What follows belongs to an exercise in optimizing a design on an open flow for small area, a short achievable clock period and few clock cycles; a production flow would make more cautious choices.
In this exercise RTL edits were held to simulation tests only and were not proved equivalent to the original.
Power figures rest on the tool's default switching activity, not on a simulated workload.

[standard.sh]
#!/bin/bash
# synth_recipe.tcl (not shown) runs the flow's synth.tcl, then flattens the netlist and writes it again
# the make line also repeats each setting of config.mk as NAME=value (left out here)
make -C /OpenROAD-flow-scripts/flow DESIGN_CONFIG=/design/flow/config.mk WORK_HOME=/design/flow/orfs CLKGATE_MAP_FILE= SYNTH_SCRIPT=/design/flow/synth_recipe.tcl "${@:-finish}"
[design.v]
package lrd_pkg;
    localparam int unsigned CFG_IDX_W = 2;
    localparam logic [31:0] RST_RECORD_MAGIC  = 32'h544B_564C;
    localparam logic [31:0] RST_MAX_KEY_LEN   = 32'h0400_0000;
    localparam logic [31:0] RST_MAX_VALUE_LEN = 32'h1000_0000;
    localparam logic [31:0] FNV_OFFSET = 32'd2166136261;
    localparam logic [2:0] K_KEY       = 3'd0;
    localparam logic [2:0] K_VALUE     = 3'd1;
    localparam logic [2:0] K_OK        = 3'd2;
    localparam logic [2:0] K_BAD_MAGIC = 3'd3;
    localparam logic [2:0] K_BAD_SIZE  = 3'd4;
    localparam logic [2:0] K_BAD_CSUM  = 3'd5;
    localparam logic [2:0] K_TORN      = 3'd6;
    localparam logic [2:0] PH_HEADER = 3'd0;
    localparam logic [2:0] PH_KEY    = 3'd1;
    localparam logic [2:0] PH_VALUE  = 3'd2;
    localparam logic [2:0] PH_CHECK  = 3'd3;
    localparam logic [2:0] PH_ERROR  = 3'd4;
endpackage
module lrd_parse (
    input  logic [31:0] i_h,
    input  logic [7:0]  i_xlo,
    output logic [31:0] o_h
);
    logic [31:0] x, t0, t1, t2, t3, t4, t5;
    logic [31:0] s1, c1, s2, c2, s3, c3, s4, c4;
    assign x  = {i_h[31:8], i_xlo};
    assign t0 = x;
    assign t1 = x << 1;
    assign t2 = x << 4;
    assign t3 = x << 7;
    assign t4 = x << 8;
    assign t5 = x << 24;
    assign s1 = t0 ^ t1 ^ t2;
    assign c1 = ((t0 & t1) | (t0 & t2) | (t1 & t2)) << 1;
    assign s2 = t3 ^ t4 ^ t5;
    assign c2 = ((t3 & t4) | (t3 & t5) | (t4 & t5)) << 1;
    assign s3 = s1 ^ c1 ^ s2;
    assign c3 = ((s1 & c1) | (s1 & s2) | (c1 & s2)) << 1;
    assign s4 = s3 ^ c3 ^ c2;
    assign c4 = ((s3 & c3) | (s3 & c2) | (c3 & c2)) << 1;
    assign o_h = s4 + c4;
endmodule
module lrd_outq #(
    parameter int unsigned DEPTH = 3,
    parameter int unsigned W     = 12
) (
    input  logic         i_clk,
    input  logic         i_rst_n,
    input  logic         i_push,
    input  logic [W-1:0] i_data,
    input  logic         i_pop,
    output logic         o_full,
    output logic         o_empty,
    output logic         o_full_next,
    output logic         o_empty_next,
    output logic [W-1:0] o_data
);
    localparam int unsigned CW = $clog2(DEPTH + 1);
    logic [W-1:0]  r_slot [DEPTH];
    logic [CW-1:0] r_count, n_count, wpos;
    logic          r_full, r_empty, pop_ok;
    assign pop_ok       = i_pop && !r_empty;
    assign n_count      = r_count + CW'(i_push) - CW'(pop_ok);
    assign o_full_next  = (n_count == CW'(DEPTH));
    assign o_empty_next = (n_count == '0);
    assign wpos         = r_count - CW'(pop_ok);
    assign o_full       = r_full;
    assign o_empty      = r_empty;
    assign o_data       = r_slot[0];
    always_ff @(posedge i_clk) begin
        if (!i_rst_n) begin
            r_count <= '0;
            r_full  <= 1'b0;
            r_empty <= 1'b1;
        end else begin
            r_count <= n_count;
            r_full  <= o_full_next;
            r_empty <= o_empty_next;
        end
    end
    always_ff @(posedge i_clk) begin
        for (int i = 0; i < DEPTH; i++) begin
            if (i_push && wpos == CW'(i))
                r_slot[i] <= i_data;
            else if (pop_ok && i + 1 < DEPTH)
                r_slot[i] <= r_slot[(i + 1 < DEPTH) ? i + 1 : i];
        end
    end
endmodule
module log_record_deframer_core #(
    parameter int unsigned QDEPTH = 2
) (
    input  logic                          i_clk,
    input  logic                          i_rst_n,
    input  logic                          i_cfg_wr_en,
    input  logic [lrd_pkg::CFG_IDX_W-1:0] i_cfg_index,
    input  logic [31:0]                   i_cfg_wr_data,
    input  logic                          i_valid,
    output logic                          o_stall,
    input  logic                          i_func,
    input  logic [7:0]                    i_log_byte,
    output logic                          o_valid,
    input  logic                          i_stall,
    output logic [2:0]                    o_kind,
    output logic [7:0]                    o_payload_byte,
    output logic [63:0]                   o_sequence_res,
    output logic                          o_tombstone,
    output logic [31:0]                   o_key_length,
    output logic [31:0]                   o_value_length,
    output logic                          o_last
);
    logic [31:0] r_magic_cfg, r_max_key, r_max_value;
    always_ff @(posedge i_clk) begin
        if (!i_rst_n) begin
            r_magic_cfg <= lrd_pkg::RST_RECORD_MAGIC;
            r_max_key   <= lrd_pkg::RST_MAX_KEY_LEN;
            r_max_value <= lrd_pkg::RST_MAX_VALUE_LEN;
        end else if (i_cfg_wr_en) begin
            case (i_cfg_index)
                2'd0:    r_magic_cfg <= i_cfg_wr_data;
                2'd1:    r_max_key   <= i_cfg_wr_data;
                2'd2:    r_max_value <= i_cfg_wr_data;
                default: ;
            endcase
        end
    end
    logic        r_in_valid, r_in_func, r_o_stall;
    logic [7:0]  r_in_byte;
    logic [2:0]  r_phase;
    logic [4:0]  r_hcount;
    logic        r_magic_ok, r_gt, r_kover;
    logic [63:0] r_seq;
    logic        r_tomb;
    logic [31:0] r_klen, r_vlen, r_exp, r_hash, r_rem;
    logic        r_rem_one;
    logic        go, accept;
    logic        q_full, q_empty, q_full_n, q_empty_n, push;
    logic [11:0] push_data, q_data;
    logic        check, hash_ok, chk_push;
    logic [2:0]  eph;
    logic        is_end, is_hdr, is_pay, is_key, torn, zero_torn, h24;
    logic        beat_push;
    logic [2:0]  beat_kind;
    logic        beat_last;
    logic [31:0] hash_step;
    logic [7:0]  r_xlo, hash_lo_n;
    logic        hash_init, hash_run;
    logic        kzero, vzero;
    logic [7:0]  mbyte, sbyte;
    logic        gt_in, gt_new;
    logic        bank_clr, bank_we, to_pay, key_to_val;
    logic [2:0]  n_phase;
    logic [4:0]  n_hcount;
    logic        n_in_valid, n_in_func;
    logic        n_check, n_hdr, n_pay, nr_n, ne_n;
    assign go      = r_in_valid && !r_o_stall;
    assign accept  = i_valid && !r_o_stall;
    assign o_stall = r_o_stall;
    lrd_parse u_hash (.i_h(r_hash), .i_xlo(r_xlo), .o_h(hash_step));
    assign check    = (r_phase == lrd_pkg::PH_CHECK);
    assign hash_ok  = (r_hash == r_exp);
    assign chk_push = check && !q_full;
    assign eph      = check ? (hash_ok ? lrd_pkg::PH_HEADER : lrd_pkg::PH_ERROR) : r_phase;
    assign is_end    = r_in_func;
    assign is_hdr    = (eph == lrd_pkg::PH_HEADER);
    assign is_key    = (eph == lrd_pkg::PH_KEY);
    assign is_pay    = is_key || (eph == lrd_pkg::PH_VALUE);
    assign torn      = is_pay || (is_hdr && r_hcount != 5'd0);
    assign zero_torn = (r_phase == lrd_pkg::PH_HEADER) && (r_hcount != 5'd0) && (r_hcount <= 5'd4);
    assign h24       = (r_hcount == 5'd24);
    assign kzero = (r_klen == 32'd0);
    assign vzero = (r_vlen == 32'd0);
    always_comb begin
        case (r_hcount[1:0])
            2'd0:    mbyte = r_magic_cfg[7:0];
            2'd1:    mbyte = r_magic_cfg[15:8];
            2'd2:    mbyte = r_magic_cfg[23:16];
            default: mbyte = r_magic_cfg[31:24];
        endcase
        case (r_hcount[2:0])
            3'd5:    sbyte = r_max_key[7:0];
            3'd6:    sbyte = r_max_key[15:8];
            3'd7:    sbyte = r_max_key[23:16];
            3'd0:    sbyte = r_max_key[31:24];
            3'd1:    sbyte = r_max_value[7:0];
            3'd2:    sbyte = r_max_value[15:8];
            3'd3:    sbyte = r_max_value[23:16];
            default: sbyte = r_max_value[31:24];
        endcase
        gt_in  = (r_hcount == 5'd13 || r_hcount == 5'd17) ? 1'b0 : r_gt;
        gt_new = (r_in_byte > sbyte) || ((r_in_byte == sbyte) && gt_in);
    end
    assign to_pay     = is_hdr && h24 && r_magic_ok && !r_kover && !r_gt && !(kzero && vzero);
    assign key_to_val = is_key && r_rem_one && !vzero;
    always_comb begin
        beat_push = 1'b0;
        beat_kind = lrd_pkg::K_TORN;
        beat_last = 1'b1;
        if (is_end) begin
            beat_push = torn;
        end else if (is_hdr) begin
            if (h24) begin
                if (!r_magic_ok) begin
                    beat_push = 1'b1;
                    beat_kind = lrd_pkg::K_BAD_MAGIC;
                end else if (r_kover || r_gt) begin
                    beat_push = 1'b1;
                    beat_kind = lrd_pkg::K_BAD_SIZE;
                end
            end
        end else if (is_pay) begin
            beat_push = 1'b1;
            beat_kind = is_key ? lrd_pkg::K_KEY : lrd_pkg::K_VALUE;
            beat_last = !(r_rem_one && !key_to_val);
        end
    end
    assign push = chk_push || (go && beat_push);
    always_comb begin
        if (chk_push)
            push_data = {hash_ok ? lrd_pkg::K_OK : lrd_pkg::K_BAD_CSUM, 8'd0, 1'b1};
        else if (is_end || !is_pay)
            push_data = {beat_kind, 8'd0, 1'b1};
        else
            push_data = {beat_kind, r_in_byte, beat_last};
    end
    always_comb begin
        n_phase  = r_phase;
        n_hcount = r_hcount;
        if (go) begin
            if (is_end) begin
                n_phase  = lrd_pkg::PH_HEADER;
                n_hcount = '0;
            end else if (is_hdr) begin
                n_phase  = lrd_pkg::PH_HEADER;
                n_hcount = r_hcount + 5'd1;
                if (h24) begin
                    n_hcount = '0;
                    if (!r_magic_ok || r_kover || r_gt)
                        n_phase = lrd_pkg::PH_ERROR;
                    else if (kzero && vzero)
                        n_phase = lrd_pkg::PH_CHECK;
                    else if (!kzero)
                        n_phase = lrd_pkg::PH_KEY;
                    else
                        n_phase = lrd_pkg::PH_VALUE;
                end
            end else if (is_pay) begin
                if (r_rem_one)
                    n_phase = key_to_val ? lrd_pkg::PH_VALUE : lrd_pkg::PH_CHECK;
                else
                    n_phase = eph;
            end else begin
                n_phase = lrd_pkg::PH_ERROR;
            end
        end else if (chk_push) begin
            n_phase = hash_ok ? lrd_pkg::PH_HEADER : lrd_pkg::PH_ERROR;
        end
    end
    assign n_in_valid = accept || (r_in_valid && !go);
    assign n_in_func  = accept ? i_func : r_in_func;
    assign n_check    = (n_phase == lrd_pkg::PH_CHECK);
    assign n_hdr      = (n_phase == lrd_pkg::PH_HEADER);
    assign n_pay      = (n_phase == lrd_pkg::PH_KEY) || (n_phase == lrd_pkg::PH_VALUE);
    assign nr_n = n_check || n_pay || (n_hdr && (n_in_func ? (n_hcount != 5'd0) : (n_hcount == 5'd24)));
    assign ne_n = n_hdr && (n_in_func ? (n_hcount != 5'd0 && n_hcount <= 5'd4) : (n_hcount == 5'd4));
    always_ff @(posedge i_clk) begin
        if (!i_rst_n) begin
            r_in_valid <= 1'b0;
            r_o_stall  <= 1'b0;
            r_phase    <= lrd_pkg::PH_HEADER;
            r_hcount   <= '0;
        end else begin
            r_in_valid <= n_in_valid;
            r_o_stall  <= n_in_valid && ((nr_n && q_full_n) || (ne_n && !q_empty_n));
            r_phase    <= n_phase;
            r_hcount   <= n_hcount;
        end
    end
    always_ff @(posedge i_clk) begin
        if (accept) begin
            r_in_func <= i_func;
            r_in_byte <= i_log_byte;
        end
    end
    always_ff @(posedge i_clk) begin
        if (go && !is_end && is_hdr) begin
            if (r_hcount < 5'd4)
                r_magic_ok <= ((r_hcount == 5'd0) || r_magic_ok) && (r_in_byte == mbyte);
            if (r_hcount >= 5'd13 && r_hcount <= 5'd20)
                r_gt <= gt_new;
            if (r_hcount == 5'd16)
                r_kover <= gt_new;
        end
    end
    assign bank_clr = go && (r_phase == lrd_pkg::PH_HEADER) &&
                      (is_end ? zero_torn : (r_hcount == 5'd4));
    assign bank_we  = r_in_valid && !is_end && (r_phase == lrd_pkg::PH_HEADER);
    always_ff @(posedge i_clk) begin
        if (bank_clr)
            r_seq[7:0] <= is_end ? 8'd0 : r_in_byte;
        for (int j = 1; j < 8; j++) begin
            if (bank_clr || (bank_we && r_hcount == 5'(4 + j)))
                r_seq[8*j +: 8] <= (r_hcount == 5'd4 || is_end) ? 8'd0 : r_in_byte;
        end
        if (bank_clr || (bank_we && r_hcount == 5'd12))
            r_tomb <= (r_hcount == 5'd12) && (r_in_byte != 8'd0);
        for (int j = 0; j < 4; j++) begin
            if (bank_clr || (bank_we && r_hcount == 5'(13 + j)))
                r_klen[8*j +: 8] <= (r_hcount == 5'd4 || is_end) ? 8'd0 : r_in_byte;
            if (bank_clr || (bank_we && r_hcount == 5'(17 + j)))
                r_vlen[8*j +: 8] <= (r_hcount == 5'd4 || is_end) ? 8'd0 : r_in_byte;
        end
        for (int j = 0; j < 4; j++) begin
            if (bank_we && r_hcount == 5'(21 + j))
                r_exp[8*j +: 8] <= r_in_byte;
        end
    end
    assign hash_init = go && !is_end && is_hdr && h24;
    assign hash_run  = go && !is_end && is_pay;
    assign hash_lo_n = hash_init ? lrd_pkg::FNV_OFFSET[7:0] :
                       hash_run  ? hash_step[7:0] : r_hash[7:0];
    always_ff @(posedge i_clk) begin
        if (accept)
            r_xlo <= i_log_byte ^ hash_lo_n;
    end
    always_ff @(posedge i_clk) begin
        if (hash_init)
            r_hash <= lrd_pkg::FNV_OFFSET;
        else if (hash_run)
            r_hash <= hash_step;
        if (go && !is_end && to_pay) begin
            r_rem     <= kzero ? r_vlen : r_klen;
            r_rem_one <= kzero ? (r_vlen == 32'd1) : (r_klen == 32'd1);
        end else if (hash_run) begin
            if (key_to_val) begin
                r_rem     <= r_vlen;
                r_rem_one <= (r_vlen == 32'd1);
            end else begin
                r_rem     <= r_rem - 32'd1;
                r_rem_one <= (r_rem == 32'd2);
            end
        end
    end
    lrd_outq #(
        .DEPTH (QDEPTH),
        .W     (12)
    ) u_outq (
        .i_clk        (i_clk),
        .i_rst_n      (i_rst_n),
        .i_push       (push),
        .i_data       (push_data),
        .i_pop        (!i_stall),
        .o_full       (q_full),
        .o_empty      (q_empty),
        .o_full_next  (q_full_n),
        .o_empty_next (q_empty_n),
        .o_data       (q_data)
    );
    assign o_valid        = !q_empty;
    assign o_kind         = q_data[11:9];
    assign o_payload_byte = q_data[8:1];
    assign o_last         = q_data[0];
    assign o_sequence_res = r_seq;
    assign o_tombstone    = r_tomb;
    assign o_key_length   = r_klen;
    assign o_value_length = r_vlen;
endmodule
[flow/run.sh]
#!/bin/bash
# Standard layout with two changes: the port buffers are the smallest buffer cell
# (buf_1) instead of the default pick, and repair_timing aims for more setup slack than
# the flow settings allow. Every input and output port still gets its own buffer; the
# clock period and constraints are the standard flow's.
set -euo pipefail
export BUFFER_PORTS_ARGS="-buffer_cell sky130_fd_sc_hd__buf_1"
export SETUP_SLACK_MARGIN=5.5
bash standard.sh > standard_flow.log 2>&1
[config.mk]
export PLATFORM = sky130hd
export DESIGN_NAME = log_record_deframer_core
export DESIGN_NICKNAME = log_record_deframer_core
export VERILOG_FILES = /design/flow/design.v
export SDC_FILE = /design/flow/constraint.sdc
export NUM_CORES = 4
export LEC_CHECK = 0
export CAP_MARGIN = 20
export CORE_MARGIN = 2
export CORE_UTILIZATION = 40
export CTS_CLUSTER_DIAMETER = 100
export CTS_CLUSTER_SIZE = 25
export SLEW_MARGIN = 20
[constraint.sdc]
create_clock -name core_clock -period 10.0 [get_ports {i_clk}]
set_input_delay 2.0000 -clock core_clock [delete_from_list [all_inputs] [get_ports {i_clk}]]
set_output_delay 2.0000 -clock core_clock [all_outputs]
set_load 0.01 [all_outputs]
==> impl_metrics.tcl, run 1 <==
set metrics [dict create \
    power-per-cell-area_mw_per_mm2 236 \
    cts_hold_buf 0 \
    skew_ns 0.0270 \
    number_of_synthesized_register_bits 380 \
    postPlaceCellArea_sq_mm 0.0213 \
    remaining_drc_errors 0 \
    fin_total_pwr_mw 5.23 \
    die-height_um 227 \
    ant_nets 0 \
    mappedNetlistNets 2032 \
    worstRegToRegCells 15 \
    multiInputGateArea_sq_mm 0.00919 \
    reg2reg_from "r_hcount[2]" \
    layout-drive-gt1-share_pct 7.02 \
    syn-mean-instance-area_sq_um 10.8 \
    synth.largest_area_cell "edfxtp_1" \
    gr-usage-all-layers_pct 21.9 \
    fmaxAchievable_mhz 227 \
    critical_path_cell_count 15 \
    core_sq_mm 0.0490 \
    gpl.final_weighted_congestion 0.966 \
    insertedDiodeCount 0 \
    post-route-cell-area_sq_mm 0.0222 \
    critical_path.startpoint_type "flop" \
    post_synth_cell_types 71 \
    synth-edff-count 237 \
    cp_top_family "compound AO/OA/AOI/OAI gates" \
    first_iter_violations 1517 \
    run_status "timing/DRC/antenna clean" \
    max-slew-margin-rel_pct 33.5 \
    clock_latency_reported_for_the_late_side_of_the_worst_skew_pair_ns 0.56 \
    die-area_sq_mm 0.0513 \
    worst_r2r_endpoint "r_kover" \
    synthesis.yosys.warnings 3 \
    syn2layout_area_growth_pct 12.0 \
    transition_time_at_the_pin_with_the_least_slew_margin_ns 0.998 \
    final_nets 2214 \
    critical_path.max_fanout 34 \
    clkTransAtPathRegs_ns 0.10 \
    cap_violations 0 \
    cp_cell_sequence "buf_4 > clkinv_1 > ha_1 > a222oi_1 > o21ai_0 > a21oi_1 > nand2_1 > o21ai_0 > ha_1 > nor2b_1 > o21a_1 > o21ai_0 > a31oi_1 > a211oi_1 > nor2_1" \
    post-synth-top-area-fraction_pct 35.9 \
    finalWorstPathRequiredPeriod_ns 4.40 \
    critPathLaunch "r_hcount[2]" \
    timing_max_transition_violations_final 0 \
    cellLeakagePower_nw 8.05 \
    first_pass_iters 9 \
    worst_ep_arrival_time_ns 4.71 \
    unrepaired_setup_endpoints_after_global_routing "yes" \
    finalCritPeriodShare_pct 44.0 \
    finalSetupTns_ns 0 \
    synth_seq_area_share_pct 50.4 \
    io_buffer_count 190 \
    hpwl_um 41300 \
    worstSetupPathType "reg -> reg" \
    total_grt_overflow 0 \
    numCtsBuffers 20 \
    dominantRegCellSynth "edfxtp_1" \
    cts.htree.levels 1 \
    die-width_um 227 \
    setup_violations 0 \
    critPathRequiredTime_ns 10.31 \
    critical_path.n_buffers_inverters 2 \
    final-seq-area_sq_mm 0.0100 \
    ios 191 \
    placement_rows 81 \
    tritoncts_clock_tree "done" \
    grt_start_max_net_pins 108 \
    filler_cell_count 4562 \
    final_util_pct 45.3 \
    starting_density_of_the_core_pct 40.5 \
    dp.cells 2637 \
    first_global_vias 14200 \
    synth_async_sr_flop_share_pct 0 \
    slowest_delay_ns 0.55 \
    holdCritPathClass "reg -> reg" \
    route.detailed.vias_per_inst 5.48 \
    worst_path_max_delay_cell "ha_1" \
    reg2reg_setup_slack_ns 5.60 \
    route.final.wire_length_um 57100 \
    postSynthCellCount 1828 \
    ir_worst_vdd_mv 0.227 \
    report.final.hold_viol_count 0 \
    route.vias.total 14700 \
    critPathCapture "r_kover" \
    instances_no_fill 2687 \
    avgRoutedWirePerCell_um 21.2 \
    numClockSinks 380 \
    antenna_found_initial 1 \
    post_synth_instance_area_sq_mm 0.0198 \
    critPathMostFrequentCell "o21ai_0" \
    cts_root_buffer "clkbuf_16" \
    first_pass_grt_wire_length_um 86100 \
    synthTopCellsByArea "edfxtp_1, dfxtp_1, fa_1, nand2_1, ha_1" \
    post_synth_most_frequent_cells "nand2_1, edfxtp_1, dfxtp_1, inv_1, nor2_1" \
    timing.critical_path.to_type "flop" \
    max-clock-path-buffers 3 \
    post-synth-top-count-cell "nand2_1" \
]
worst reg2reg max path, cell delays in order (launching register included):
cell and delay [ns]:
dfxtp_1 0.32, buf_4 0.38, clkinv_1 0.56, ha_1 0.55
a222oi_1 0.41, o21ai_0 0.15, a21oi_1 0.15, nand2_1 0.06
o21ai_0 0.15, ha_1 0.31, nor2b_1 0.13, o21a_1 0.15
o21ai_0 0.16, a31oi_1 0.16, a211oi_1 0.39, nor2_1 0.10
through the flow:
| stage | setup WS, ns | hold WS, ns |
|---|---|---|
| 5_1_grt | 5.42 | 0.488 |
| 4_1_cts | 5.51 | 0.471 |
| 2_1_floorplan | 5.92 | 0.435 |
| 3_5_place_dp | 5.28 | 0.457 |
| 3_3_place_gp | 5.45 | 0.447 |
| 6_report | 5.60 | 0.467 |
layout make-up:
| type | instances | area share (%) |
|---|---|---|
| well taps | 664 | 3.75 |
| inverters | 123 | 2.10 |
| clock inverters | 4 | 0.231 |
| multi-input cells | 1246 | 41.4 |
| clock buffers | 31 | 2.54 |
| repair buffers | 239 | 4.88 |
| flip-flops and latches | 380 | 45.1 |
worst min-delay path by stage:
stage                      endpoint  slack (ns)       startpoint  depth (start not counted)
floorplan           r_magic_cfg[30]        0.44  r_magic_cfg[30]                          2
global placement    r_magic_cfg[30]        0.45  r_magic_cfg[30]                          2
detailed placement  r_max_value[31]        0.46  r_max_value[31]                          2
CTS                 r_max_value[31]        0.47  r_max_value[31]                          2
global route        r_max_value[26]        0.49  r_max_value[26]                          2
finish              r_max_value[13]        0.47  r_max_value[13]                          2
power breakdown:
part           total (mW)  internal, mW  switching (mW)
sequential           1.80          1.73          0.0727
clock               0.929         0.405           0.524
combinational        2.50          1.05            1.45
total                5.23          3.18            2.05
flip-flops by register name, indices dropped and copies added (netlist names), 8 cells and up:
name	cells
r_seq	64
r_in_byte	8
r_max_key	32
r_klen	32
u_outq.r_slot	24
r_vlen	32
r_max_value	32
r_hash	32
r_rem	32
r_magic_cfg	32
r_xlo	8
r_exp	32
kinds of logic after synthesis:
kind of cell	count (synthesis)	share of synthesized area (%)
DFF	380	50.4
muxes	26	1.43
adders and majority gates	156	12.9
and+or+nand+nor	611	14.6
AOI/OAI and AO/OA	351	12.3
xor gates and xnor gates	102	4.51
buffers and inverters	202	3.87
cells in the final DEF, fill, tap and decap left out, types with 14 or more instances in the layout:
cell | synthesis | final
buf_4 | 0 | 49
a222oi_1 | 25 | 25
mux2_2 | 18 | 18
and2_1 | 28 | 28
xnor2_1 | 66 | 66
a21o_1 | 14 | 14
nand2b_1 | 14 | 14
o211ai_1 | 16 | 16
ha_1 | 75 | 70
nor2b_1 | 22 | 21
edfxtp_1 | 237 | 237
nand4_1 | 24 | 24
nor4_1 | 24 | 24
a21boi_0 | 82 | 82
nand3_1 | 28 | 28
buf_1 | 6 | 189
a21oi_1 | 60 | 59
nand2_1 | 284 | 284
xor2_1 | 36 | 36
o21ai_0 | 59 | 50
inv_1 | 122 | 118
clkbuf_16 | 0 | 21
dfxtp_1 | 143 | 129
nor2_1 | 96 | 95
fa_1 | 81 | 81
o22ai_1 | 16 | 16
nor3_1 | 40 | 40
per-layer routing:
metal,GRT usage (%),up-vias,share of wire (%)
met5,0,-,0
met4,6.37,0,2.7
met3,2.57,87,6.3
met2,35.5,555,47
met1,31.1,7246,44
li1,-,6826,-
timing repair:
action / 4_1_cts / 5_1_grt
resized for setup: 10 / 33
setup buffers: 4 / 11
setup endpoints to repair: 3 / 9
pin swaps: 1 / 5
Testbench counts, summed over its fixed seeds: cycles 22,746.
==> run 2: changes to the inputs <==
--- a/design.v
+++ b/design.v
@@ -128,3 +128,3 @@
     logic        r_in_valid, r_in_func, r_o_stall;
-    logic [7:0]  r_in_byte;
+    logic [7:0]  in_byte;
     logic [2:0]  r_phase;
@@ -191,3 +191,3 @@
         gt_in  = (r_hcount == 5'd13 || r_hcount == 5'd17) ? 1'b0 : r_gt;
-        gt_new = (r_in_byte > sbyte) || ((r_in_byte == sbyte) && gt_in);
+        gt_new = (in_byte > sbyte) || ((in_byte == sbyte) && gt_in);
     end
@@ -224,3 +224,3 @@
         else
-            push_data = {beat_kind, r_in_byte, beat_last};
+            push_data = {beat_kind, in_byte, beat_last};
     end
@@ -280,6 +280,4 @@
     always_ff @(posedge i_clk) begin
-        if (accept) begin
+        if (accept)
             r_in_func <= i_func;
-            r_in_byte <= i_log_byte;
-        end
     end
@@ -288,3 +286,3 @@
             if (r_hcount < 5'd4)
-                r_magic_ok <= ((r_hcount == 5'd0) || r_magic_ok) && (r_in_byte == mbyte);
+                r_magic_ok <= ((r_hcount == 5'd0) || r_magic_ok) && (in_byte == mbyte);
             if (r_hcount >= 5'd13 && r_hcount <= 5'd20)
@@ -300,14 +298,14 @@
         if (bank_clr)
-            r_seq[7:0] <= is_end ? 8'd0 : r_in_byte;
+            r_seq[7:0] <= is_end ? 8'd0 : in_byte;
         for (int j = 1; j < 8; j++) begin
             if (bank_clr || (bank_we && r_hcount == 5'(4 + j)))
-                r_seq[8*j +: 8] <= (r_hcount == 5'd4 || is_end) ? 8'd0 : r_in_byte;
+                r_seq[8*j +: 8] <= (r_hcount == 5'd4 || is_end) ? 8'd0 : in_byte;
         end
         if (bank_clr || (bank_we && r_hcount == 5'd12))
-            r_tomb <= (r_hcount == 5'd12) && (r_in_byte != 8'd0);
+            r_tomb <= (r_hcount == 5'd12) && (in_byte != 8'd0);
         for (int j = 0; j < 4; j++) begin
             if (bank_clr || (bank_we && r_hcount == 5'(13 + j)))
-                r_klen[8*j +: 8] <= (r_hcount == 5'd4 || is_end) ? 8'd0 : r_in_byte;
+                r_klen[8*j +: 8] <= (r_hcount == 5'd4 || is_end) ? 8'd0 : in_byte;
             if (bank_clr || (bank_we && r_hcount == 5'(17 + j)))
-                r_vlen[8*j +: 8] <= (r_hcount == 5'd4 || is_end) ? 8'd0 : r_in_byte;
+                r_vlen[8*j +: 8] <= (r_hcount == 5'd4 || is_end) ? 8'd0 : in_byte;
         end
@@ -315,5 +313,6 @@
             if (bank_we && r_hcount == 5'(21 + j))
-                r_exp[8*j +: 8] <= r_in_byte;
+                r_exp[8*j +: 8] <= in_byte;
         end
     end
+    assign in_byte   = r_xlo ^ r_hash[7:0];
     assign hash_init = go && !is_end && is_hdr && h24;
--- a/config.mk
+++ b/config.mk
@@ -7,2 +7,3 @@
 export LEC_CHECK = 0
+export ABC_AREA = 1
 export CAP_MARGIN = 20
==> impl_metrics.tcl, run 2 <==
set metrics [dict create \
    run_status "timing/DRC/antenna clean" \
    cp_cell_sequence "inv_2 > fa_1 > fa_1 > fa_1 > inv_1 > ha_1 > nand2_1 > o21a_1 > inv_1 > nand2_1 > nand2_2 > a21oi_2 > o21bai_1 > nand3_1 > nand2_1 > a21oi_1 > o21ai_0 > o211ai_1" \
    cap_violations 0 \
    reg2reg_from "r_hash[8]" \
    remaining_drc_errors 0 \
    worstHoldEndpoint "r_max_value[13]" \
    fmaxAchievable_mhz 237 \
    largest_register_ff_count 64 \
    synth_seq_area_share_pct 48.8 \
    io_buffer_count 190 \
    synth.largest_area_cell "edfxtp_1" \
    clock_latency_reported_for_the_late_side_of_the_worst_skew_pair_ns 0.56 \
    power.share.clock_pct 24.0 \
    first_pass_grt_wire_length_um 90500 \
    max-clock-path-buffers 3 \
    timing_max_transition_violations_final 0 \
    hpwl_um 44400 \
    route.vias.total 15900 \
    post_synth_most_frequent_cells "nand2_1, inv_1, nor2_1, edfxtp_1, o21ai_0" \
    final_cell_mix "nand2_1, inv_1, nor2_1, edfxtp_1, buf_1" \
    synth_async_sr_flop_share_pct 0 \
    die-width_um 227 \
    holdCritPathClass "reg -> reg" \
    hold-path-cell-count 2 \
    cts_root_buffer "clkbuf_16" \
    skew_ns 0.0244 \
    syn2layout_area_growth_pct 11.4 \
    post-synth-top-area-fraction_pct 34.5 \
    critPathRequiredTime_ns 10.40 \
    synthTopCellsByArea "edfxtp_1, dfxtp_1, fa_1, nand2_1, ha_1" \
    regMostFlops "r_seq" \
    total_grt_overflow 0 \
    power-per-cell-area_mw_per_mm2 178 \
    power.net_switching_mw 1.39 \
    first_global_vias 15100 \
    layout.cells.most_common "nand2_1" \
    min_from "r_max_value[13]" \
    post-synth-top-count-cell "nand2_1" \
    post-route-cell-area_sq_mm 0.0222 \
    ant_nets 0 \
    antenna_found_initial 1 \
    layout-drive-gt1-share_pct 6.31 \
    report.final.hold_viol_count 0 \
    first_iter_violations 1612 \
    gpl.final_weighted_congestion 0.925 \
    worst_r2r_endpoint "r_hash[24]" \
    gr-usage-all-layers_pct 22.9 \
    worst_ep_arrival_time_ns 4.61 \
    numClockSinks 372 \
    hold-worst-slack_ns 0.461 \
    worst_path_max_delay_cell "fa_1" \
    grt_start_max_net_pins 81 \
    insertedDiodeCount 0 \
    finalSetupTns_ns 0 \
    first_pass_iters 6 \
    worstSetupPathType "reg -> reg" \
    die-area_sq_mm 0.0517 \
    post_synth_instance_area_sq_mm 0.0200 \
    core_sq_mm 0.0491 \
    cp_top_family "adder cells" \
    placement_rows 81 \
    setup_violations 0 \
    route.detailed.vias_per_inst 5.32 \
    die-height_um 227 \
    route.final.wire_length_um 60000 \
    synthesis.yosys.warnings 3 \
    filler_cell_count 4779 \
    worstRegToRegCells 18 \
    combinationalPowerShare_pct 31.3 \
    timing.critical_path.to_type "flop" \
    post_synth_cell_types 61 \
    critical_path.max_fanout 5 \
    finalWorstPathRequiredPeriod_ns 4.21 \
    number_of_synthesized_register_bits 372 \
    starting_density_of_the_core_pct 40.7 \
    mappedNetlistNets 2333 \
    final_nets 2520 \
    reg2reg_setup_slack_ns 5.79 \
    tritoncts_clock_tree "done" \
    postSynthCellCount 2129 \
    synth-edff-count 229 \
    final_util_pct 45.3 \
    cts.htree.levels 1 \
    avgRoutedWirePerCell_um 20.0 \
    clkTransAtPathRegs_ns 0.10 \
    p_seq_share_pct 44.8 \
    numCtsBuffers 20 \
    finalCritPeriodShare_pct 42.1 \
    ios 191 \
    critical_path.n_buffers_inverters 3 \
    cellInternalPower_mw 2.57 \
    ir_worst_vdd_mv 0.117 \
    max-slew-margin-rel_pct 30.4 \
    critical_path.startpoint_type "flop" \
    postPlaceCellArea_sq_mm 0.0215 \
    dominantRegCellSynth "edfxtp_1" \
    slowest_delay_ns 0.56 \
    transition_time_at_the_pin_with_the_least_slew_margin_ns 1.03 \
    cellLeakagePower_nw 8.86 \
    syn-mean-instance-area_sq_um 9.37 \
    unrepaired_setup_endpoints_after_global_routing "no" \
    sw_frac_of_total_pct 35.1 \
]
## run 2: cell types whose count changed after synthesis, sizes merged, moves of 18 or more
| cell | previous run | this run |
|---|---|---|
| a21boi | 82 | 1 |
| a21oi | 61 | 138 |
| a222oi | 25 | 0 |
| and2 | 28 | 2 |
| inv | 122 | 265 |
| mux2 | 18 | 0 |
| nand2 | 285 | 370 |
| nand3 | 28 | 69 |
| nor2 | 96 | 255 |
| nor2b | 22 | 0 |
| o21ai | 59 | 176 |
## run 2: per-layer routing
layer  vias to the layer above  wire [um]  track usage [%]  share of wire (%)
li1                       7503          -                -                  -
met1                      7668      26600             33.5                 44
met2                       652      27600             36.2                 46
met3                        92       4210             2.84                7.0
met4                         2       1600             5.88                2.7
met5                         -         13                0              0.022
## run 2: power by group through the flow
| stage | Clock [mW] | Combinational [mW] | Sequential, mW |
|---|---|---|---|
| finish | 0.951 | 1.24 | 1.78 |
| global placement | 0 | 1.19 | 1.81 |
| floorplan | 0 | 0.826 | 1.81 |
| global route | 1.01 | 1.40 | 1.78 |
| detailed placement | 0 | 1.20 | 1.81 |
| CTS | 0.969 | 1.21 | 1.78 |
## run 2: timing repair
item | CTS | global route
hold buffers | 0 | 0
setup endpoints to repair | 0 | 6
gates resized for setup | 0 | 5
setup buffers | 0 | 12
## run 2: worst register-to-register path: stages, from the launching register on
cell and delay (ns):
dfxtp_1 0.44, inv_2 0.12, fa_1 0.53, fa_1 0.53
fa_1 0.56, inv_1 0.04, ha_1 0.33, nand2_1 0.07
o21a_1 0.21, inv_1 0.09, nand2_1 0.07, nand2_2 0.13
a21oi_2 0.09, o21bai_1 0.36, nand3_1 0.12, nand2_1 0.10
a21oi_1 0.06, o21ai_0 0.12, o211ai_1 0.10
## run 2: worst max path at each step
stage                           from         end  slack (ns)  cells past startpoint
after CTS                   r_xlo[5]  r_hash[28]        5.65                     17
after detailed placement    r_xlo[5]  r_hash[28]        5.68                     17
after global routing      r_hash[13]  r_hash[25]        5.54                     14
after floorplan             r_xlo[5]  r_hash[28]        6.18                     17
final                      r_hash[8]  r_hash[24]        5.79                     18
after global placement      r_xlo[5]  r_hash[28]        5.73                     17
## run 2: cell families after synthesis
logic type                 share of synthesized area, %
buffers and inverters                              6.44
and+or+nand+nor                                    16.7
adders and majority gates                          12.8
xor gates and xnor gates                           3.55
DFF                                                48.8
muxes                                             0.100
AOI/OAI and AO/OA                                  11.6
## run 2: metrics by stage
step	cells	power [mW]	setup slack, ns
2_1_floorplan	2129	2.63	6.18
3_3_place_gp	2946	3.00	5.73
3_5_place_dp	2946	3.02	5.68
4_1_cts	2982	3.96	5.65
5_1_grt	2994	4.20	5.54
6_report	2994	3.97	5.79
## run 2: cell type report
type	count	area [sq um]	share of cell area (%)
clock inverter	7	81.3	0.366
clock buffer	29	556	2.50
timing repair buffer	230	1010	4.56
tap	664	831	3.74
inverter	268	1010	4.54
multi-input combinational	1424	9000	40.5
sequential	372	9740	43.8
Testbench counts of run 2, summed over its fixed seeds: cycles 22,746.
==> run 3: changes to the inputs <==
--- a/flow/run.sh
+++ b/flow/run.sh
@@ -7,3 +7,3 @@
 export BUFFER_PORTS_ARGS="-buffer_cell sky130_fd_sc_hd__buf_1"
-export SETUP_SLACK_MARGIN=5.5
+export SETUP_SLACK_MARGIN=6.5
 bash standard.sh > standard_flow.log 2>&1
==> impl_metrics.tcl, run 3 <==
set metrics [dict create \
    clock_latency_reported_for_the_late_side_of_the_worst_skew_pair_ns 0.57 \
    cap_violations 0 \
    die-width_um 227 \
    critical_path.max_fanout 5 \
    power.share.clock_pct 20.7 \
    mappedNetlistNets 2333 \
    cellLeakagePower_nw 9.29 \
    gpl.final_weighted_congestion 0.894 \
    postSynthCellCount 2129 \
    sw_frac_of_total_pct 36.3 \
    setup_violations 0 \
    unrepaired_setup_endpoints_after_global_routing "yes" \
    cts.htree.levels 1 \
    final_nets 2587 \
    final_cell_mix "nand2_1, edfxtp_1, nor2_1, inv_1, buf_1" \
    post_synth_instance_area_sq_mm 0.0200 \
    numClockSinks 372 \
    post-synth-top-area-fraction_pct 34.5 \
    route.final.wire_length_um 63700 \
    report.final.hold_viol_count 0 \
    gr-usage-all-layers_pct 24.0 \
    run_status "timing/DRC/antenna clean" \
    finalSetupTns_ns 0 \
    filler_cell_count 4640 \
    worst_slack_ns 6.16 \
    synth_async_sr_flop_share_pct 0 \
    die-height_um 227 \
    slowest_delay_ns 0.56 \
    cts_root_buffer "clkbuf_16" \
    combinationalPowerShare_pct 41.8 \
    ios 191 \
    synthesis.yosys.warnings 3 \
    synthTopCellsByArea "edfxtp_1, dfxtp_1, fa_1, nand2_1, ha_1" \
    worst_slack_at_placement_ns 5.72 \
    timing.critical_path.to_type "flop" \
    skew_ns 0.0318 \
    post_synth_most_frequent_cells "nand2_1, inv_1, nor2_1, edfxtp_1, o21ai_0" \
    dp.cells 2949 \
    largest_register_ff_count 64 \
    worstSetupPathType "reg -> reg" \
    numCtsBuffers 21 \
    critical_path.startpoint_type "flop" \
    fmaxAchievable_mhz 260 \
    placement_rows 81 \
    timing_max_transition_violations_final 0 \
    number_of_synthesized_register_bits 372 \
    route.vias.total 16400 \
    p_seq_share_pct 37.5 \
    syn2layout_area_growth_pct 19.2 \
    dominantRegCellSynth "edfxtp_1" \
    layout.cells.most_common "nand2_1" \
    synth_seq_area_share_pct 48.8 \
    grt_start_max_net_pins 81 \
    antenna_found_initial 3 \
    ant_nets 0 \
    route.detailed.vias_per_inst 5.36 \
    finalWorstPathRequiredPeriod_ns 3.84 \
    core_sq_mm 0.0491 \
    first_global_vias 15700 \
    first_pass_grt_wire_length_um 94300 \
    post_synth_cell_types 61 \
    starting_density_of_the_core_pct 40.7 \
    remaining_drc_errors 0 \
    syn-mean-instance-area_sq_um 9.37 \
    avgRoutedWirePerCell_um 20.8 \
    power.net_switching_mw 1.71 \
    cp_cell_sequence "buf_6 > fa_1 > fa_1 > ha_4 > ha_4 > a21oi_2 > nand2_2 > inv_2 > o21a_1 > inv_2 > nand2_2 > nand2_4 > a21oi_4 > o21bai_4 > a21oi_2 > buf_4 > xor2_2 > a21oi_1" \
    power-per-cell-area_mw_per_mm2 198 \
    hold-worst-slack_ns 0.457 \
    max-slew-margin-rel_pct 28.0 \
    cellInternalPower_mw 3.01 \
    first_pass_iters 7 \
    hpwl_um 45200 \
    first_iter_violations 1631 \
    regMostFlops "r_seq" \
    ir_worst_vdd_mv 0.126 \
    synth-edff-count 229 \
    holdCritPathClass "reg -> reg" \
    instances_no_fill 3062 \
    layout-drive-gt1-share_pct 16.0 \
    tritoncts_clock_tree "done" \
    post-synth-top-count-cell "nand2_1" \
    transition_time_at_the_pin_with_the_least_slew_margin_ns 1.07 \
    max-clock-path-buffers 3 \
    finalCritPeriodShare_pct 38.4 \
    io_buffer_count 190 \
    synth.largest_area_cell "edfxtp_1" \
    die-area_sq_mm 0.0517 \
    critPathRequiredTime_ns 10.44 \
    total_grt_overflow 0 \
    clkTransAtPathRegs_ns 0.10 \
    worst_ep_arrival_time_ns 4.28 \
    worst_path_max_delay_cell "fa_1" \
]
-- run 3: cell counts after synthesis --
Identical to the previous run, type by type.
-- run 3: cell type report --
cell class | count | area, sq um | area share (%)
antenna | 1 | 2.50 | 0.0105
multi-input combinational | 1425 | 9920 | 41.7
clock buffer | 31 | 583 | 2.45
clock inverter | 6 | 85.1 | 0.357
timing repair inverter | 2 | 12.5 | 0.0526
sequential | 372 | 9810 | 41.2
timing repair buffer | 293 | 1530 | 6.41
inverter | 268 | 1030 | 4.34
tap | 664 | 831 | 3.49
-- run 3: cells by family after synthesis --
group | after synthesis | share of synthesized area [%]
adders and majority gates | 156 | 12.8
xor gates and xnor gates | 81 | 3.55
muxes | 2 | 0.100
AOI/OAI and AO/OA | 409 | 11.6
DFF | 372 | 48.8
buffers and inverters | 333 | 6.44
and+or+nand+nor | 776 | 16.7
-- run 3: power by group through the flow --
stage | Combinational, mW | Clock, mW | Sequential [mW]
detailed placement | 1.27 | 0 | 1.81
finish | 1.97 | 0.979 | 1.77
global placement | 1.26 | 0 | 1.81
CTS | 1.60 | 0.994 | 1.77
global route | 2.13 | 1.04 | 1.78
floorplan | 0.875 | 0 | 1.81
-- run 3: path summary, 6_finish.rpt --
path	start	end	depth (start not counted)	slack, ns
max	r_xlo[6]	r_hash[26]	18	6.16
min	r_max_value[7]	r_max_value[7]	2	0.46
max reg2reg	r_xlo[6]	r_hash[26]	18	6.16
min reg2reg	r_max_value[7]	r_max_value[7]	2	0.46
-- run 3: metal layers --
metal / wire [um] / vias to the layer above / GRT usage, %
met5: 29 / - / 0
met4: 1810 / 4 / 7.04
met3: 4720 / 112 / 3.50
met2: 29100 / 695 / 37.9
met1: 28000 / 7973 / 34.3
li1: - / 7640 / -
-- run 3: worst max-delay path: cells and delay by family (launching register included) --
| kind | cells | cell delay, ns |
|---|---|---|
| flops | 1 | 0.51 |
| buf+inv | 4 | 0.45 |
| fa+ha+maj | 4 | 1.50 |
| simple gates | 3 | 0.23 |
| xor+xnor | 1 | 0.11 |
| compound gates | 6 | 0.96 |
-- run 3: timing repair --
action,in CTS,in global routing
endpoints found under the setup margin,73,102
cloned,1,2
resized for setup,136,90
setup buffers,47,25
pin swaps,41,52
hold buffers,0,0
-- run 3: per-stage QoR --
step	total power [mW]	area, sq um	util, %
floorplan	2.68	20000	-
global placement	3.07	21600	44.0
detailed placement	3.08	21600	44.0
CTS	4.37	23100	47.2
global route	4.94	23800	48.5
finish	4.72	23800	48.5
==> run 4: changes to the inputs <==
--- a/flow/run.sh
+++ b/flow/run.sh
@@ -7,3 +7,3 @@
 export BUFFER_PORTS_ARGS="-buffer_cell sky130_fd_sc_hd__buf_1"
-export SETUP_SLACK_MARGIN=6.5
+export SETUP_SLACK_MARGIN=5.8
 bash standard.sh > standard_flow.log 2>&1
==> impl_metrics.tcl, run 4 <==
set metrics [dict create \
    clock_latency_reported_for_the_late_side_of_the_worst_skew_pair_ns 0.56 \
    antenna_found_initial 1 \
    setup_violations 0 \
    die-area_sq_mm 0.0517 \
    reg2reg_setup_slack_ns 6.02 \
    numCtsBuffers 20 \
    report.final.hold_viol_count 0 \
    first_iter_violations 1574 \
    hpwl_um 44400 \
    synth_seq_area_share_pct 48.8 \
    post-route-cell-area_sq_mm 0.0223 \
    syn2layout_area_growth_pct 11.8 \
    post-synth-top-count-cell "nand2_1" \
    worst_ep_arrival_time_ns 4.44 \
    dominantRegCellSynth "edfxtp_1" \
    die-height_um 227 \
    p_seq_share_pct 44.3 \
    critPathRequiredTime_ns 10.46 \
    synth_async_sr_flop_share_pct 0 \
    timing_max_transition_violations_final 0 \
    combinationalPowerShare_pct 31.9 \
    holdCritPathClass "reg -> reg" \
    run_status "timing/DRC/antenna clean" \
    layout-drive-gt1-share_pct 7.16 \
    number_of_synthesized_register_bits 372 \
    final_cell_mix "nand2_1, inv_1, nor2_1, edfxtp_1, buf_1" \
    post_synth_most_frequent_cells "nand2_1, inv_1, nor2_1, edfxtp_1, o21ai_0" \
    gpl.final_weighted_congestion 0.925 \
    cp_cell_sequence "inv_1 > fa_1 > fa_1 > fa_1 > inv_1 > ha_1 > a21oi_1 > nand2_1 > a21oi_2 > inv_1 > nand4_1 > o2111ai_1 > or2_2 > nand3_1 > nand2_1" \
    clkTransAtPathRegs_ns 0.11 \
    remaining_drc_errors 0 \
    skew_ns 0.0258 \
    unrepaired_setup_endpoints_after_global_routing "yes" \
    gr-usage-all-layers_pct 23.0 \
    post_synth_cell_types 61 \
    io_buffer_count 190 \
    synth-edff-count 229 \
    starting_density_of_the_core_pct 40.7 \
    cellInternalPower_mw 2.59 \
    slowest_delay_ns 0.55 \
    cap_violations 0 \
    reg2reg_from "r_xlo[6]" \
    critical_path.max_fanout 5 \
    fmaxAchievable_mhz 252 \
    cts_root_buffer "clkbuf_16" \
    mappedNetlistNets 2333 \
    synthesis.yosys.warnings 3 \
    grt_start_max_net_pins 81 \
    route.vias.total 16000 \
    timing.critical_path.to_type "flop" \
    layout.cells.most_common "nand2_1" \
    route.detailed.vias_per_inst 5.33 \
    worstSetupPathType "reg -> reg" \
    critical_path.startpoint_type "flop" \
    post-synth-top-area-fraction_pct 34.5 \
    final_nets 2523 \
    die-width_um 227 \
    largest_register_ff_count 64 \
    filler_cell_count 4778 \
    placement_rows 81 \
    finalSetupTns_ns 0 \
    postSynthCellCount 2129 \
    numClockSinks 372 \
    tritoncts_clock_tree "done" \
    syn-mean-instance-area_sq_um 9.37 \
    worst_r2r_endpoint "r_hash[31]" \
    synthTopCellsByArea "edfxtp_1, dfxtp_1, fa_1, nand2_1, ha_1" \
    post_synth_instance_area_sq_mm 0.0200 \
    synth.largest_area_cell "edfxtp_1" \
    first_pass_grt_wire_length_um 90600 \
    power.share.clock_pct 23.8 \
    worst_path_max_delay_cell "fa_1" \
    route.final.wire_length_um 60200 \
    regMostFlops "r_seq" \
    min_from "r_max_value[2]" \
    first_global_vias 15100 \
    transition_time_at_the_pin_with_the_least_slew_margin_ns 1.03 \
    avgRoutedWirePerCell_um 20.1 \
    finalWorstPathRequiredPeriod_ns 3.98 \
    insertedDiodeCount 0 \
    ios 191 \
    max-clock-path-buffers 3 \
    finalCritPeriodShare_pct 39.8 \
    cts_hold_buf 0 \
    sw_frac_of_total_pct 35.3 \
    first_pass_iters 6 \
    hold-path-cell-count 2 \
    cellLeakagePower_nw 8.88 \
    ant_nets 0 \
    power-per-cell-area_mw_per_mm2 180 \
    postPlaceCellArea_sq_mm 0.0215 \
    power.net_switching_mw 1.42 \
    ir_worst_vdd_mv 0.117 \
    fin_total_pwr_mw 4.01 \
    core_sq_mm 0.0491 \
    worstHoldEndpoint "r_max_value[2]" \
    cts.htree.levels 1 \
    total_grt_overflow 0 \
    worstRegToRegCells 15 \
    max-slew-margin-rel_pct 30.6 \
]
[run 4: cell types whose count changed in the layout (fill, tap and decap cells not counted), moves of 14 or more]
cell | previous run | this run
buf_4 | 91 | 43
inv_1 | 214 | 241
ha_1 | 39 | 74
inv_2 | 42 | 22
dfxtp_1 | 118 | 132
ha_4 | 33 | 0
[run 4: metrics by stage]
stage	utilization, %	hold slack, ns	cells	worst slack [ns]
3_3_place_gp	43.8	0.434	2946	5.73
6_report	45.5	0.462	2997	6.02
5_1_grt	45.5	0.485	2997	5.76
3_5_place_dp	43.8	0.445	2946	5.68
2_1_floorplan	-	0.424	2129	6.18
4_1_cts	45.2	0.461	2989	5.77
[run 4: power by group through the flow]
stage | Sequential [mW] | Clock [mW] | Combinational, mW
finish | 1.78 | 0.954 | 1.28
global route | 1.78 | 1.01 | 1.44
CTS | 1.78 | 0.969 | 1.23
detailed placement | 1.81 | 0 | 1.20
global placement | 1.81 | 0 | 1.19
floorplan | 1.81 | 0 | 0.826
[run 4: metal layers]
| layer | routed length, um | GRT usage, % |
|---|---|---|
| met2 | 27700 | 36.3 |
| met1 | 26900 | 33.5 |
| met4 | 1610 | 5.82 |
| met3 | 4000 | 2.83 |
| met5 | 13 | 0 |
[run 4: critical path: cells and delay by family, from the launching register on]
kind	cells	cell delay [ns]
AOI/OAI and AO/OA	3	0.56
adders and majority gates	4	1.88
buffers and inverters	3	0.28
DFF	1	0.49
and+or+nand+nor	5	0.70
[run 4: worst max-delay path by stage]
stage	start	to	slack, ns	cells past startpoint
final	r_xlo[6]	r_hash[31]	6.02	15
after global routing	r_hash[8]	r_hash[28]	5.76	17
after CTS	r_xlo[7]	r_hash[28]	5.77	16
after detailed placement	r_xlo[5]	r_hash[28]	5.68	17
after global placement	r_xlo[5]	r_hash[28]	5.73	17
after floorplan	r_xlo[5]	r_hash[28]	6.18	17
[run 4: final cells by class]
cell class / count / area (sq um) / share of cell area, %
multi-input combinational: 1424 / 9040 / 40.5
clock inverter: 7 / 81.3 / 0.365
timing repair buffer: 233 / 1040 / 4.65
inverter: 268 / 1010 / 4.52
clock buffer: 29 / 556 / 2.49
tap: 664 / 831 / 3.72
sequential: 372 / 9760 / 43.7
[run 4: timing repair]
item,CTS,global route
cloned,0,0
pin swaps,0,1
endpoints found under the setup margin,6,17
buffers inserted,7,8
resized for setup,2,27
hold endpoints to repair,0,0
[run 4: cell families after synthesis]
group,share of synthesized area (%)
muxes,0.100
xor gates and xnor gates,3.55
DFF,48.8
AOI/OAI and AO/OA,11.6
and+or+nand+nor,16.7
adders and majority gates,12.8
buffers and inverters,6.44
==> run 5: changes to the inputs <==
--- a/flow/run.sh
+++ b/flow/run.sh
@@ -7,3 +7,3 @@
 export BUFFER_PORTS_ARGS="-buffer_cell sky130_fd_sc_hd__buf_1"
-export SETUP_SLACK_MARGIN=5.8
+export SETUP_SLACK_MARGIN=6.0
 bash standard.sh > standard_flow.log 2>&1
==> impl_metrics.tcl, run 5 <==
set metrics [dict create \
    run_status "timing/DRC/antenna clean" \
    holdCritPathClass "reg -> reg" \
    timing_max_transition_violations_final 0 \
    ir_worst_vdd_mv 0.117 \
    power-per-cell-area_mw_per_mm2 183 \
    post_synth_most_frequent_cells "nand2_1, inv_1, nor2_1, edfxtp_1, o21ai_0" \
    worstRegToRegCells 18 \
    final_nets 2536 \
    synthesis.yosys.warnings 3 \
    combinationalPowerShare_pct 34.1 \
    fin_total_pwr_mw 4.14 \
    reg2reg_setup_slack_ns 6.11 \
    cellInternalPower_mw 2.67 \
    total_grt_overflow 0 \
    route.detailed.vias_per_inst 5.34 \
    worst_slack_ns 6.11 \
    worstHoldEndpoint "r_max_value[18]" \
    clock_latency_reported_for_the_late_side_of_the_worst_skew_pair_ns 0.56 \
    transition_time_at_the_pin_with_the_least_slew_margin_ns 1.03 \
    cts_hold_buf 0 \
    gr-usage-all-layers_pct 23.0 \
    power.share.clock_pct 23.0 \
    critical_path.startpoint_type "flop" \
    met3_wirelength_um 4290 \
    cts_root_buffer "clkbuf_16" \
    avgRoutedWirePerCell_um 20.1 \
    ant_nets 0 \
    fmaxAchievable_mhz 257 \
    hpwl_um 44400 \
    starting_density_of_the_core_pct 40.7 \
    postSynthCellCount 2129 \
    layout-drive-gt1-share_pct 9.68 \
    post_synth_cell_types 61 \
    timing.critical_path.to_type "flop" \
    first_iter_violations 1512 \
    antenna_found_initial 1 \
    gpl.final_weighted_congestion 0.925 \
    cellLeakagePower_nw 8.93 \
    first_global_vias 15200 \
    post-synth-top-count-cell "nand2_1" \
    clkTransAtPathRegs_ns 0.10 \
    hold-path-cell-count 2 \
    insertedDiodeCount 0 \
    syn-mean-instance-area_sq_um 9.37 \
    hold-worst-slack_ns 0.461 \
    route.vias.total 16100 \
    p_seq_share_pct 42.9 \
    route.final.wire_length_um 60400 \
    worst_slack_at_placement_ns 5.68 \
    die-height_um 227 \
    final_util_pct 46.0 \
    cap_violations 0 \
    sw_frac_of_total_pct 35.5 \
    critical_path.max_fanout 5 \
    finalSetupTns_ns 0 \
    first_pass_grt_wire_length_um 90800 \
    synthTopCellsByArea "edfxtp_1, dfxtp_1, fa_1, nand2_1, ha_1" \
    worst_r2r_endpoint "r_hash[28]" \
    synth.largest_area_cell "edfxtp_1" \
    mappedNetlistNets 2333 \
    worstSetupPathType "reg -> reg" \
    die-area_sq_mm 0.0517 \
    layout.cells.most_common "nand2_1" \
    unrepaired_setup_endpoints_after_global_routing "yes" \
    io_buffer_count 190 \
    drt-met1-wl_um 26600 \
    final_cell_mix "nand2_1, inv_1, nor2_1, edfxtp_1, buf_1" \
    top_layer "met5" \
    filler_cell_count 4757 \
    report.final.hold_viol_count 0 \
    first_pass_iters 6 \
    ios 191 \
    synth_seq_area_share_pct 48.8 \
    post-route-cell-area_sq_mm 0.0226 \
    post-synth-top-area-fraction_pct 34.5 \
    synth_async_sr_flop_share_pct 0 \
    finalWorstPathRequiredPeriod_ns 3.89 \
    critPathRequiredTime_ns 10.41 \
    min_from "r_max_value[18]" \
    dominantRegCellSynth "edfxtp_1" \
    worst_ep_arrival_time_ns 4.31 \
    syn2layout_area_growth_pct 13.1 \
    largest_register_ff_count 64 \
    skew_ns 0.0238 \
    synth-edff-count 229 \
    placement_rows 81 \
    core_sq_mm 0.0491 \
    instances_no_fill 3010 \
    detailroute.wirelength.met2_um 27800 \
    setup_violations 0 \
    max-clock-path-buffers 3 \
    power.net_switching_mw 1.47 \
    remaining_drc_errors 0 \
    finalCritPeriodShare_pct 38.9 \
    die-width_um 227 \
    post_synth_instance_area_sq_mm 0.0200 \
    numCtsBuffers 20 \
    dp.cells 2946 \
    reg2reg_from "r_xlo[6]" \
    numClockSinks 372 \
    tritoncts_clock_tree "done" \
    regMostFlops "r_seq" \
    grt_start_max_net_pins 81 \
    postPlaceCellArea_sq_mm 0.0215 \
    max-slew-margin-rel_pct 30.8 \
    cts.htree.levels 1 \
    number_of_synthesized_register_bits 372 \
]
[run 5: power by group through the flow]
stage / sequential [mW] / clock, mW / combinational (mW)
2_1_floorplan: 1.81 / 0 / 0.826
3_3_place_gp: 1.81 / 0 / 1.19
4_1_cts: 1.78 / 0.969 / 1.24
6_report: 1.77 / 0.951 / 1.41
5_1_grt: 1.78 / 1.01 / 1.57
3_5_place_dp: 1.81 / 0 / 1.20
[run 5: final cells by class]
| class | instances | area, sq um | area share [%] |
|---|---|---|---|
| clock buffers | 29 | 556 | 2.46 |
| clock inverters | 7 | 81.3 | 0.360 |
| inverters | 268 | 1010 | 4.47 |
| multi-input cells | 1424 | 9180 | 40.7 |
| flip-flops and latches | 372 | 9780 | 43.3 |
| well taps | 664 | 831 | 3.68 |
| repair buffers | 246 | 1140 | 5.04 |
[run 5: logic make-up after synthesis]
logic type                 Yosys count  synth area share [%]
DFF                                372                  48.8
and+or+nand+nor                    776                  16.7
AOI/OAI and AO/OA                  409                  11.6
buffers and inverters              333                  6.44
muxes                                2                 0.100
xor gates and xnor gates            81                  3.55
adders and majority gates          156                  12.8
[run 5: metal layers]
layer  track usage [%]  vias to the layer above
met3              2.92                       93
met2              36.4                      671
met4              6.07                        2
met5                 0                        -
met1              33.5                     7772
li1                  -                     7541
[run 5: how the worst max path moves through the flow]
| stage | slack [ns] | end | startpoint | cells after the start |
|---|---|---|---|---|
| floorplan | 6.18 | r_hash[28] | r_xlo[5] | 17 |
| global placement | 5.73 | r_hash[28] | r_xlo[5] | 17 |
| detailed placement | 5.68 | r_hash[28] | r_xlo[5] | 17 |
| CTS | 5.97 | r_hash[31] | r_hash[10] | 15 |
| global route | 5.94 | r_hash[28] | r_xlo[4] | 21 |
| finish | 6.11 | r_hash[28] | r_xlo[6] | 18 |
[run 5: worst max-delay path, cell delays in order (launching register included)]
cell and delay [ns]:
edfxtp_1 0.47, buf_4 0.19, fa_1 0.53, fa_1 0.44, ha_1 0.34, ha_4 0.24, a21oi_1 0.16, nand2_2 0.09
inv_1 0.06, o21a_1 0.17, inv_2 0.06, nand2_2 0.07, nand2_4 0.08, a21oi_4 0.22, o21bai_4 0.13, a21oi_4 0.19
o21ai_2 0.09, xnor2_1 0.16, a21oi_1 0.07
[run 5: what timing repair did]
| action | CTS | global route |
|---|---|---|
| buffers inserted | 12 | 16 |
| setup endpoints to repair | 12 | 19 |
| resized for setup | 18 | 72 |
| pin swaps | 0 | 14 |
==> run 6: changes to the inputs <==
--- a/config.mk
+++ b/config.mk
@@ -7,3 +7,2 @@
 export LEC_CHECK = 0
-export ABC_AREA = 1
 export CAP_MARGIN = 20
==> impl_metrics.tcl, run 6 <==
set metrics [dict create \
    synth_compound_gate_area_share_pct 12.5 \
    starting_density_of_the_core_pct 40.8 \
    gr-usage-all-layers_pct 22.6 \
    synthesis.yosys.warnings 3 \
    hpwl_um 42100 \
    synth_seq_area_share_pct 49.8 \
    synth_top_family_by_area "simple AND/OR/NAND/NOR gates" \
    clkTransAtPathRegs_ns 0.10 \
    power-per-cell-area_mw_per_mm2 257 \
    placement_rows 80 \
    fmaxAchievable_mhz 245 \
    cts.htree.levels 1 \
    postSynthCellCount 1816 \
    max-clock-path-buffers 3 \
    instances_no_fill 2673 \
    post-synth-top-count-cell "nand2_1" \
    first_pass_grt_wire_length_um 87200 \
    holdCritPathClass "reg -> reg" \
    critical_path.max_fanout 3 \
    post_synth_instance_area_sq_mm 0.0195 \
    finalWorstPathRequiredPeriod_ns 4.09 \
    synthTopCellsByArea "edfxtp_1, dfxtp_1, fa_1, nand2_1, ha_1" \
    ios 191 \
    number_of_synthesized_register_bits 372 \
    largest_register_ff_count 64 \
    report.final.hold_viol_count 0 \
    final_cell_mix "nand2_1, edfxtp_1, buf_1, dfxtp_1, nor2_1" \
    core_sq_mm 0.0479 \
    syn-mean-instance-area_sq_um 10.8 \
    synth.largest_area_cell "edfxtp_1" \
    route.vias.total 15000 \
    layout.cells.most_common "nand2_1" \
    post_synth_most_frequent_cells "nand2_1, edfxtp_1, dfxtp_1, nor2_1, inv_1" \
    unrepaired_setup_endpoints_after_global_routing "yes" \
    post_synth_and_or_nand_nor_area_fraction_pct 14.2 \
    worst_slack_ns 5.91 \
    grt_start_max_net_pins 108 \
    max-slew-margin-rel_pct 29.6 \
    worst_path_max_delay_cell "fa_1" \
    yosys-mux-area-fraction_pct 1.18 \
    first_global_vias 14300 \
    finalSetupTns_ns 0 \
    total_grt_overflow 0 \
    cp_cell_sequence "buf_4 > ha_1 > inv_1 > fa_1 > fa_1 > inv_2 > ha_4 > and4_4 > nand2_4 > buf_6 > o21ai_4 > a2111oi_4 > o31a_1 > o21a_1 > o2111ai_2 > o21ai_1" \
    syn2layout_area_growth_pct 15.9 \
    clock_latency_reported_for_the_late_side_of_the_worst_skew_pair_ns 0.57 \
    final_nets 2246 \
    post_synth_cell_types 78 \
    final_util_pct 47.2 \
    io_buffer_count 190 \
    setup_violations 0 \
    ir_worst_vdd_mv 0.223 \
    cap_violations 0 \
    route.final.wire_length_um 58700 \
    route.detailed.vias_per_inst 5.61 \
    antenna_found_initial 2 \
    postPlaceCellArea_sq_mm 0.0210 \
    hold-worst-slack_ns 0.467 \
    post-route-cell-area_sq_mm 0.0226 \
    worst_slack_at_placement_ns 4.81 \
    dominantRegCellSynth "edfxtp_1" \
    timing.critical_path.to_type "flop" \
    timing_max_transition_violations_final 0 \
    first_pass_iters 6 \
    skew_ns 0.0346 \
    synth_xor_xnor_area_share_pct 4.98 \
    worstSetupPathType "reg -> reg" \
    finalCritPeriodShare_pct 40.9 \
    synth_async_sr_flop_share_pct 0 \
    critPathMostFrequentCell "fa_1" \
    run_status "timing/DRC/antenna clean" \
    die-area_sq_mm 0.0506 \
    synth-edff-count 229 \
    cellLeakagePower_nw 8.35 \
    critical_path.n_buffers_inverters 4 \
    slowest_delay_ns 0.51 \
    worst_ep_arrival_time_ns 4.53 \
    regMostFlops "r_seq" \
    remaining_drc_errors 0 \
    fin_total_pwr_mw 5.81 \
    avgRoutedWirePerCell_um 21.9 \
    critical_path.startpoint_type "flop" \
    cp_top_family "adder cells" \
    tritoncts_clock_tree "done" \
    cts_hold_buf 0 \
    die-width_um 225 \
    synth-adder-area-share_pct 13.1 \
    first_iter_violations 1749 \
    die-height_um 225 \
    gpl.final_weighted_congestion 0.995 \
    transition_time_at_the_pin_with_the_least_slew_margin_ns 1.06 \
    layout-drive-gt1-share_pct 12.9 \
    post-synth-top-area-fraction_pct 35.2 \
    dp.cells 2573 \
    mappedNetlistNets 2020 \
    reg2reg_setup_slack_ns 5.91 \
    critPathRequiredTime_ns 10.45 \
    cts_root_buffer "clkbuf_16" \
    numCtsBuffers 20 \
    ant_nets 0 \
    numClockSinks 372 \
]
run 6: area by class of cell:
class                   count  area (sq um)
diodes                      2          5.00
multi-input cells        1246          9520
repair buffers            285          1450
well taps                 615           769
clock inverters             5          72.6
inverters                 117           463
flip-flops and latches    372          9800
fillers                  4416         25300
clock buffers              31           562
run 6: power breakdown:
part	total (mW)	leakage (nW)	switching [mW]	internal, mW
registers	1.80	3.26	0.0651	1.73
clock network	0.935	0.303	0.528	0.408
logic	3.08	4.78	1.69	1.39
run 6: path summary, 6_finish.rpt:
check                       start         endpoint  cells after the start
hold / removal    r_max_value[28]  r_max_value[28]                      2
setup / recovery         r_xlo[2]       r_hash[30]                     16
hold reg to reg   r_max_value[28]  r_max_value[28]                      2
setup reg to reg         r_xlo[2]       r_hash[30]                     16
run 6: kinds of logic (layout without fill, tap and decap cells):
family / after synthesis / after routing
flip-flops: 372 / 372
buffers and inverters: 199 / 438
AO/OA/AOI/OAI: 345 / 345
AND/OR/NAND/NOR: 612 / 613
other: 0 / 2
XOR/XNOR: 111 / 111
multiplexers: 21 / 21
adder cells (fa/ha/maj): 156 / 156
run 6: per-layer routing:
layer / up-vias / track usage, % / wire [um]
met1: 7389 / 32.3 / 25500
met5: - / 0 / 0
li1: 6852 / - / -
met4: 0 / 5.85 / 1520
met2: 651 / 35.6 / 27300
met3: 92 / 3.89 / 4390
run 6: what timing repair did:
action / 4_1_cts / 5_1_grt
buffers inserted: 28 / 33
setup endpoints to repair: 52 / 38
gates resized for setup: 78 / 66
gates cloned: 1 / 0
pin swaps: 27 / 53
endpoints found under the hold margin: 0 / 0
run 6: worst reg2reg max path, delay by kind of cell, from the launching register on:
kind	cells	cell delay [ns]
compound gates	6	1.19
fa+ha+maj	4	1.57
buf+inv	4	0.42
flops	1	0.47
simple gates	2	0.34

## what the ideal ports hide
No port has a modelled driver above. Below, the same layouts with a new extraction and two added sets of constraints.
Step 1 sets driving cells, clkbuf_16 on the clock port and buf_2 on the other inputs (assumed; they add their load-dependent delay and slew).
Step 2, shift: input delay + t, output delay - t, t = (earliest + latest rising clock arrival at the registers) / 2. This alone moves slack from input paths to output paths.
Three values: no drivers, after step 1, after step 2; two values: the first two.
| run | t (ns) | slack for setup (ns) | worst setup path after step 2 | clock arrival spread, ns |
|---|---|---|---|---|
| run 1 | 0.605 | 5.599 / 5.599 / 5.599 | register to register | 0.027 / 0.027 |
| run 2 | 0.601 | 5.789 / 5.789 / 5.789 | register to register | 0.025 / 0.024 |
| run 3 | 0.611 | 6.156 / 6.156 / 6.055 | input to register | 0.032 / 0.031 |
| run 4 | 0.602 | 6.024 / 6.024 / 5.960 | input to register | 0.026 / 0.026 |
| run 5 | 0.602 | 6.107 / 6.107 / 5.951 | input to register | 0.024 / 0.024 |
| run 6 | 0.604 | 5.914 / 5.914 / 5.908 | input to register | 0.038 / 0.038 |
After both steps every run listed still meets setup and hold. The setup slack of run 5, which loses most, moves by 0.000 ns with the drivers and by -0.156 ns with both steps.
